From an optimization exercise on the open Yosys and OpenROAD flow, aimed at small area, a short achievable clock period and few clock cycles per item; shortcuts taken in it are not production practice.
The RTL was checked by simulation tests, not by an equivalence proof against the original design.
No activity file was given, so power comes from the tool's default toggle rates.

==> inputs of fjord <==
Design mips_alu_subsys, start of the top module:
module mips_alu_subsys (
  input  wire                                    i_clk,
  input  wire                                    i_rst_n,
  input  wire                                    i_start,
  input  wire  [wb_bus_pkg::FETCH_COUNT_W-1:0]   i_count,
  input  wire  [wb_bus_pkg::WB_DAT_W-1:0]        i_wb_dat,
  input  wire                                    i_wb_ack,
  input  wire                                    i_res_ready,
  output logic                                   o_wb_cyc,
  output logic                                   o_wb_stb,
  output logic                                   o_wb_we,
  output logic [wb_bus_pkg::WB_ADR_W-1:0]        o_wb_adr,
  output logic                                   o_busy,
  output logic                                   o_res_valid,
  output logic [mips_isa_pkg::DATA_W-1:0]        o_res_data,
  output logic [5:0]                             o_res_ctrl,
  output logic                                   o_res_jr,
  output logic                                   o_res_nop,
  output logic                                   o_res_unknown,
  output logic                                   o_res_eret
);
==> flow/config.mk <==
export PLATFORM = sky130hd
export DESIGN_NAME = mips_alu_subsys
export DESIGN_NICKNAME = mips_alu_subsys
export VERILOG_FILES = /design/flow/design.v
export SDC_FILE = /design/flow/constraint.sdc
export NUM_CORES = 4
export LEC_CHECK = 0
export CAP_MARGIN = 20
export CORE_MARGIN = 2
export CORE_UTILIZATION = 55
export CTS_BUF_LIST = sky130_fd_sc_hd__clkbuf_4 sky130_fd_sc_hd__clkbuf_16
export CTS_CLUSTER_DIAMETER = 80
export CTS_CLUSTER_SIZE = 20
export SLEW_MARGIN = 20
==> flow/constraint.sdc <==
create_clock -name core_clock -period 11.0 [get_ports {i_clk}]
set_input_delay 2.2000 -clock core_clock [delete_from_list [all_inputs] [get_ports {i_clk}]]
set_output_delay 2.2000 -clock core_clock [all_outputs]
set_load 0.01 [all_outputs]
standard.sh (not shown) runs the stock make flow with config.mk's settings and CLKGATE_MAP_FILE= SYNTH_SCRIPT=/design/flow/synth_recipe.tcl, a recipe that flattens the netlist after the stock synthesis.
==> flow/flow/run.sh <==
#!/bin/bash
# The standard layout (standard.sh: unchanged synthesis, floorplan, power
# grid, placement, CTS, routing), with three changes to how it repairs timing:
#  - the port buffers are buf_4 instead of the slow delay-cell default,
#  - the resizer may swap cells across footprints,
#  - repair_timing aims for extra setup margin, so the period achieved
#    shrinks well below the 11 ns constraint (the SDC is unchanged).
# Each ORFS step logs to orfs/logs/...; make's output goes to run_standard.log.
set -uo pipefail
bash standard.sh \
  SETUP_SLACK_MARGIN=7.4 TNS_END_PERCENT=10 MATCH_CELL_FOOTPRINT=0 \
  "BUFFER_PORTS_ARGS=-buffer_cell sky130_fd_sc_hd__buf_4" \
  finish > run_standard.log 2>&1
status=$?
tail -20 run_standard.log
exit $status
==> indigo: changes against fjord <==
--- a/flow/design.v
+++ b/flow/design.v
@@ -158,23 +158,29 @@
       if (ir_load)
         ir_v <= sk_v || xfer;
       sk_v <= sk_v_n;
     end
   end
   logic [31:0] ir_n;
-  logic [31:1] ohs_q, oht_q;
+  logic [7:0]  rs_hi, rt_hi;
+  logic [3:0]  rs_lo, rt_lo;
   assign ir_n = sk_v ? sk_q : i_wb_dat;
   always_ff @(posedge i_clk)
   begin
     if (ir_load)
     begin
       ir_q <= ir_n;
-      for (int i = 1; i < 32; i++)
+      for (int i = 0; i < 8; i++)
       begin
-        ohs_q[i] <= (ir_n[25:21] == 5'(i));
-        oht_q[i] <= (ir_n[20:16] == 5'(i));
+        rs_hi[i] <= (ir_n[25:23] == 3'(i));
+        rt_hi[i] <= (ir_n[20:18] == 3'(i));
+      end
+      for (int i = 0; i < 4; i++)
+      begin
+        rs_lo[i] <= (ir_n[22:21] == 2'(i));
+        rt_lo[i] <= (ir_n[17:16] == 2'(i));
       end
     end
     if (xfer)
       sk_q <= i_wb_dat;
   end
   logic [5:0]  op, fn;
@@ -308,30 +314,51 @@
     if (!i_rst_n)
       rf_v <= '0;
     else
       rf_v <= rf_v | w_we;
   end
   logic [31:1] rs_sel, rt_sel;
-  logic        rs_w, rt_w;
+  logic        rs_w, rt_w;    
   logic [31:0] rs_rf, rt_rf, rs_val, rt_val;
   always_comb
   begin
-    rs_w = w_wr && (w_wa == rs);
-    rt_w = w_wr && (w_wa == rt);
-    rs_sel = ohs_q & rf_v;
-    rt_sel = oht_q & rf_v;
+    for (int i = 1; i < 32; i++)
+    begin
+      rs_sel[i] = rs_hi[i / 4] && rs_lo[i % 4] && rf_v[i];
+      rt_sel[i] = rt_hi[i / 4] && rt_lo[i % 4] && rf_v[i];
+    end
     rs_rf = '0;
     rt_rf = '0;
     for (int i = 1; i < 32; i++)
     begin
       rs_rf = rs_rf | ({32{rs_sel[i]}} & rf[i]);
       rt_rf = rt_rf | ({32{rt_sel[i]}} & rf[i]);
     end
     rs_val = rs_w ? w_data : rs_rf;
     rt_val = rt_w ? w_data : rt_rf;
   end
+  logic e_wr_v;
+  logic [3:0] rs_hit, rt_hit;    
+  assign e_wr_v = e_v && e_wr;
+  assign rs_hit = {e_wr_v && (e_wa == ir_n[25:21]), e_wr_v && (e_wa == rs),
+                   w_wr && (w_wa == ir_n[25:21]), w_wr && (w_wa == rs)};
+  assign rt_hit = {e_wr_v && (e_wa == ir_n[20:16]), e_wr_v && (e_wa == rt),
+                   w_wr && (w_wa == ir_n[20:16]), w_wr && (w_wa == rt)};
+  always_ff @(posedge i_clk)
+  begin
+    if (!i_rst_n)
+    begin
+      rs_w <= 1'b0;
+      rt_w <= 1'b0;
+    end
+    else
+    begin
+      rs_w <= adv ? (ir_load ? rs_hit[3] : rs_hit[2]) : (ir_load ? rs_hit[1] : rs_hit[0]);
+      rt_w <= adv ? (ir_load ? rt_hit[3] : rt_hit[2]) : (ir_load ? rt_hit[1] : rt_hit[0]);
+    end
+  end
   logic        e_v;
   logic [31:0] a_q, b_q;
   logic [4:0]  amt_q;
   logic [5:0]  e_ctrl;
   logic [3:0]  e_flags;        
   logic        e_wr;
==> flow/flow/run.sh (replaced) <==
#!/bin/bash
# The standard layout (standard.sh: unchanged synthesis, floorplan, power
# grid, placement, CTS, routing), with three changes to how it repairs timing:
#  - the port buffers are buf_4 instead of the slow delay-cell default,
#  - the resizer may swap cells across footprints,
#  - repair_timing aims for extra setup margin on all endpoints, so the
#    period achieved shrinks well below the 11 ns constraint (the SDC is
#    unchanged).
# Each ORFS step logs to orfs/logs/...; make's output goes to run_standard.log.
set -uo pipefail
bash standard.sh \
  SETUP_SLACK_MARGIN=7.5 TNS_END_PERCENT=100 MATCH_CELL_FOOTPRINT=0 \
  "BUFFER_PORTS_ARGS=-buffer_cell sky130_fd_sc_hd__buf_4" \
  finish > run_standard.log 2>&1
status=$?
tail -20 run_standard.log
exit $status
==> flow/config.mk (replaced) <==
export PLATFORM = sky130hd
export DESIGN_NAME = mips_alu_subsys
export DESIGN_NICKNAME = mips_alu_subsys
export VERILOG_FILES = /design/flow/design.v
export SDC_FILE = /design/flow/constraint.sdc
export NUM_CORES = 4
export LEC_CHECK = 0
export CAP_MARGIN = 15
export CORE_MARGIN = 2
export CORE_UTILIZATION = 62
export CTS_BUF_LIST = sky130_fd_sc_hd__clkbuf_4 sky130_fd_sc_hd__clkbuf_16
export CTS_CLUSTER_DIAMETER = 80
export CTS_CLUSTER_SIZE = 20
export SLEW_MARGIN = 15
==> nickel: changes against fjord <==
--- a/flow/design.v
+++ b/flow/design.v
@@ -157,26 +157,16 @@
         stb_q  <= o_busy && !sk_v_n;
       if (ir_load)
         ir_v <= sk_v || xfer;
       sk_v <= sk_v_n;
     end
   end
-  logic [31:0] ir_n;
-  logic [31:1] ohs_q, oht_q;
-  assign ir_n = sk_v ? sk_q : i_wb_dat;
   always_ff @(posedge i_clk)
   begin
     if (ir_load)
-    begin
-      ir_q <= ir_n;
-      for (int i = 1; i < 32; i++)
-      begin
-        ohs_q[i] <= (ir_n[25:21] == 5'(i));
-        oht_q[i] <= (ir_n[20:16] == 5'(i));
-      end
-    end
+      ir_q <= sk_v ? sk_q : i_wb_dat;
     if (xfer)
       sk_q <= i_wb_dat;
   end
   logic [5:0]  op, fn;
   logic [4:0]  rs, rt, rd, sh;
   logic [15:0] imm;
@@ -293,44 +283,44 @@
   always_comb
   begin
     w_we = '0;
     for (int i = 1; i < 32; i++)
       w_we[i] = w_wr && (w_wa == 5'(i));
   end
-  logic [31:0] w_data;
   always_ff @(posedge i_clk)
   begin
     for (int i = 1; i < 32; i++)
       if (w_we[i])
-        rf[i] <= w_data;
+        rf[i] <= o_res_data;
   end
   always_ff @(posedge i_clk)
   begin
     if (!i_rst_n)
       rf_v <= '0;
     else
       rf_v <= rf_v | w_we;
   end
   logic [31:1] rs_sel, rt_sel;
   logic        rs_w, rt_w;
-  logic [31:0] rs_rf, rt_rf, rs_val, rt_val;
+  logic [31:0] rs_val, rt_val;
   always_comb
   begin
     rs_w = w_wr && (w_wa == rs);
     rt_w = w_wr && (w_wa == rt);
-    rs_sel = ohs_q & rf_v;
-    rt_sel = oht_q & rf_v;
-    rs_rf = '0;
-    rt_rf = '0;
     for (int i = 1; i < 32; i++)
     begin
-      rs_rf = rs_rf | ({32{rs_sel[i]}} & rf[i]);
-      rt_rf = rt_rf | ({32{rt_sel[i]}} & rf[i]);
+      rs_sel[i] = (rs == 5'(i)) && rf_v[i] && !rs_w;
+      rt_sel[i] = (rt == 5'(i)) && rf_v[i] && !rt_w;
+    end
+    rs_val = rs_w ? o_res_data : '0;
+    rt_val = rt_w ? o_res_data : '0;
+    for (int i = 1; i < 32; i++)
+    begin
+      rs_val = rs_val | ({32{rs_sel[i]}} & rf[i]);
+      rt_val = rt_val | ({32{rt_sel[i]}} & rf[i]);
     end
-    rs_val = rs_w ? w_data : rs_rf;
-    rt_val = rt_w ? w_data : rt_rf;
   end
   logic        e_v;
   logic [31:0] a_q, b_q;
   logic [4:0]  amt_q;
   logic [5:0]  e_ctrl;
   logic [3:0]  e_flags;        
@@ -421,11 +411,9 @@
     begin
       o_res_data    <= res;
       o_res_ctrl    <= e_ctrl;
       {o_res_jr, o_res_nop, o_res_unknown, o_res_eret} <= e_flags;
       w_wa          <= e_wa;
     end
-    if (adv && e_v && e_wr)
-      w_data <= res;
   end
 endmodule
 `default_nettype wire
==> flow/run.sh (new file) <==
#!/bin/bash
# synth_recipe.tcl (not shown) runs the flow's synth.tcl, then flattens the netlist and writes it again
# the make line also repeats each setting of config.mk as NAME=value (left out here)
make -C /OpenROAD-flow-scripts/flow DESIGN_CONFIG=/design/flow/config.mk WORK_HOME=/design/flow/orfs CLKGATE_MAP_FILE= SYNTH_SCRIPT=/design/flow/synth_recipe.tcl finish
==> flow/config.mk (replaced) <==
export PLATFORM = sky130hd
export DESIGN_NAME = mips_alu_subsys
export DESIGN_NICKNAME = mips_alu_subsys
export VERILOG_FILES = /design/flow/design.v
export SDC_FILE = /design/flow/constraint.sdc
export NUM_CORES = 4
export LEC_CHECK = 0
export CAP_MARGIN = 40
export CORE_MARGIN = 2
export CORE_UTILIZATION = 35
export SLEW_MARGIN = 40
removed: flow/flow/run.sh
removed: flow/standard.sh
==> amber: changes against fjord <==
--- a/flow/design.v
+++ b/flow/design.v
@@ -158,23 +158,29 @@
       if (ir_load)
         ir_v <= sk_v || xfer;
       sk_v <= sk_v_n;
     end
   end
   logic [31:0] ir_n;
-  logic [31:1] ohs_q, oht_q;
+  logic [7:0]  rs_hi, rt_hi;
+  logic [3:0]  rs_lo, rt_lo;
   assign ir_n = sk_v ? sk_q : i_wb_dat;
   always_ff @(posedge i_clk)
   begin
     if (ir_load)
     begin
       ir_q <= ir_n;
-      for (int i = 1; i < 32; i++)
+      for (int i = 0; i < 8; i++)
       begin
-        ohs_q[i] <= (ir_n[25:21] == 5'(i));
-        oht_q[i] <= (ir_n[20:16] == 5'(i));
+        rs_hi[i] <= (ir_n[25:23] == 3'(i));
+        rt_hi[i] <= (ir_n[20:18] == 3'(i));
+      end
+      for (int i = 0; i < 4; i++)
+      begin
+        rs_lo[i] <= (ir_n[22:21] == 2'(i));
+        rt_lo[i] <= (ir_n[17:16] == 2'(i));
       end
     end
     if (xfer)
       sk_q <= i_wb_dat;
   end
   logic [5:0]  op, fn;
@@ -308,30 +314,51 @@
     if (!i_rst_n)
       rf_v <= '0;
     else
       rf_v <= rf_v | w_we;
   end
   logic [31:1] rs_sel, rt_sel;
-  logic        rs_w, rt_w;
+  logic        rs_w, rt_w;    
   logic [31:0] rs_rf, rt_rf, rs_val, rt_val;
   always_comb
   begin
-    rs_w = w_wr && (w_wa == rs);
-    rt_w = w_wr && (w_wa == rt);
-    rs_sel = ohs_q & rf_v;
-    rt_sel = oht_q & rf_v;
+    for (int i = 1; i < 32; i++)
+    begin
+      rs_sel[i] = rs_hi[i / 4] && rs_lo[i % 4] && rf_v[i];
+      rt_sel[i] = rt_hi[i / 4] && rt_lo[i % 4] && rf_v[i];
+    end
     rs_rf = '0;
     rt_rf = '0;
     for (int i = 1; i < 32; i++)
     begin
       rs_rf = rs_rf | ({32{rs_sel[i]}} & rf[i]);
       rt_rf = rt_rf | ({32{rt_sel[i]}} & rf[i]);
     end
     rs_val = rs_w ? w_data : rs_rf;
     rt_val = rt_w ? w_data : rt_rf;
   end
+  logic e_wr_v;
+  logic [3:0] rs_hit, rt_hit;    
+  assign e_wr_v = e_v && e_wr;
+  assign rs_hit = {e_wr_v && (e_wa == ir_n[25:21]), e_wr_v && (e_wa == rs),
+                   w_wr && (w_wa == ir_n[25:21]), w_wr && (w_wa == rs)};
+  assign rt_hit = {e_wr_v && (e_wa == ir_n[20:16]), e_wr_v && (e_wa == rt),
+                   w_wr && (w_wa == ir_n[20:16]), w_wr && (w_wa == rt)};
+  always_ff @(posedge i_clk)
+  begin
+    if (!i_rst_n)
+    begin
+      rs_w <= 1'b0;
+      rt_w <= 1'b0;
+    end
+    else
+    begin
+      rs_w <= adv ? (ir_load ? rs_hit[3] : rs_hit[2]) : (ir_load ? rs_hit[1] : rs_hit[0]);
+      rt_w <= adv ? (ir_load ? rt_hit[3] : rt_hit[2]) : (ir_load ? rt_hit[1] : rt_hit[0]);
+    end
+  end
   logic        e_v;
   logic [31:0] a_q, b_q;
   logic [4:0]  amt_q;
   logic [5:0]  e_ctrl;
   logic [3:0]  e_flags;        
   logic        e_wr;
==> flow/flow/run.sh (replaced) <==
#!/bin/bash
# The standard layout (standard.sh: unchanged synthesis, floorplan, power
# grid, placement, CTS, routing), with three changes to how it repairs timing:
#  - the port buffers are buf_4 instead of the slow delay-cell default,
#  - the resizer may swap cells across footprints,
#  - repair_timing aims for extra setup margin on all endpoints, so the
#    period achieved shrinks well below the 11 ns constraint (the SDC is
#    unchanged).
# Each ORFS step logs to orfs/logs/...; make's output goes to run_standard.log.
set -uo pipefail
bash standard.sh \
  SETUP_SLACK_MARGIN=7.6 TNS_END_PERCENT=100 MATCH_CELL_FOOTPRINT=0 \
  "BUFFER_PORTS_ARGS=-buffer_cell sky130_fd_sc_hd__buf_4" \
  finish > run_standard.log 2>&1
status=$?
tail -20 run_standard.log
exit $status
==> run summary <==
	nickel	fjord	indigo	amber
Status	timing/DRC/antenna clean	timing/DRC/antenna clean	timing/DRC/antenna clean	timing/DRC/antenna clean
Switching share of total power	23.7%	22.3%	21.8%	22.0%
Total GRT Usage	34.6%	48.1%	52.2%	48.6%
Proportion of cell area occupied by registers	52.7%	58.0%	57.6%	56.1%
Core footprint	172,000 um2	114,000 um2	98,600 um2	111,000 um2
Worst r2r src	ir_q[17]	rf_v[24]	rt_w	rt_lo[2]
# fillers	15,900	8,991	6,935	8,703
Headroom to the max-slew limit	29.3%	13.6%	13.3%	22.8%
Power share of the sequential group	50.5%	61.4%	61.9%	61.9%
Power per cell area	150 nW/um2	134 nW/um2	132 nW/um2	128 nW/um2
Worst path bufs/invs	1	1	3	1
Placement-stage worst setup slack	5.95 ns	6.44 ns	6.34 ns	6.18 ns
Per-cell routed wire length	43.4 um	45.6 um	46.1 um	46.6 um
Synth Area in Compound Gates	19.9%	18.7%	20.8%	20.8%
Sum of net half-perimeters after detailed placement	181,000 um	165,000 um	145,000 um	157,000 um
Post-synthesis cell type count	95	95	92	92
Placer Congestion	1.03	1.04	0.987	0.986
EDFF count, synth	1,200	1,294	1,256	1,256
Sequential cell area	37,100 um2	39,900 um2	38,800 um2	38,900 um2
Overall routed net length	314,000 um	288,000 um	273,000 um	289,000 um
Post-cts gate resize count	0	37	93	193
Cell area after synthesis	60,700 um2	63,100 um2	61,800 um2	61,800 um2
Testbench counts of fjord, summed over its fixed seeds: cycles 9,751, items 7,607.
Testbench counts of indigo, summed over its fixed seeds: cycles 9,751, items 7,607.
Testbench counts of nickel, summed over its fixed seeds: cycles 9,751, items 7,607.
Testbench counts of amber, summed over its fixed seeds: cycles 9,751, items 7,607.

re-timing with driven ports:
In the flow no input, the clock included, has a driving cell. The finished layouts below were timed again as built, in two steps. Step 1 (the two cells are an assumption about what drives the block):
set clk [get_ports {i_clk}]
set_driving_cell -lib_cell sky130_fd_sc_hd__clkbuf_16 $clk
set_driving_cell -lib_cell sky130_fd_sc_hd__buf_2 [delete_from_list [all_inputs] $clk]
Step 2 moves the port delays by t, midway between the first and last clock arrival at a register: inputs arrive t later, outputs are due t later. That takes back most of the time a late clock gives input paths. Three values: ideal ports, drivers, drivers and shift; two values: the first two.
run | shift t [ns] | setup slack, ns | pins driven straight from the clock port
fjord | 0.784 | 6.999 / 6.999 / 6.660 | 1
indigo | 0.782 | 7.279 / 7.244 / 6.819 | 1
nickel | 0.873 | 5.736 / 5.736 / 5.736 | 1
amber | 0.762 | 7.331 / 7.252 / 7.000 | 1
After both steps every run listed still meets setup and hold. For indigo, which loses most, drivers alone change the setup slack by -0.035 ns; drivers and shift together by -0.460 ns.
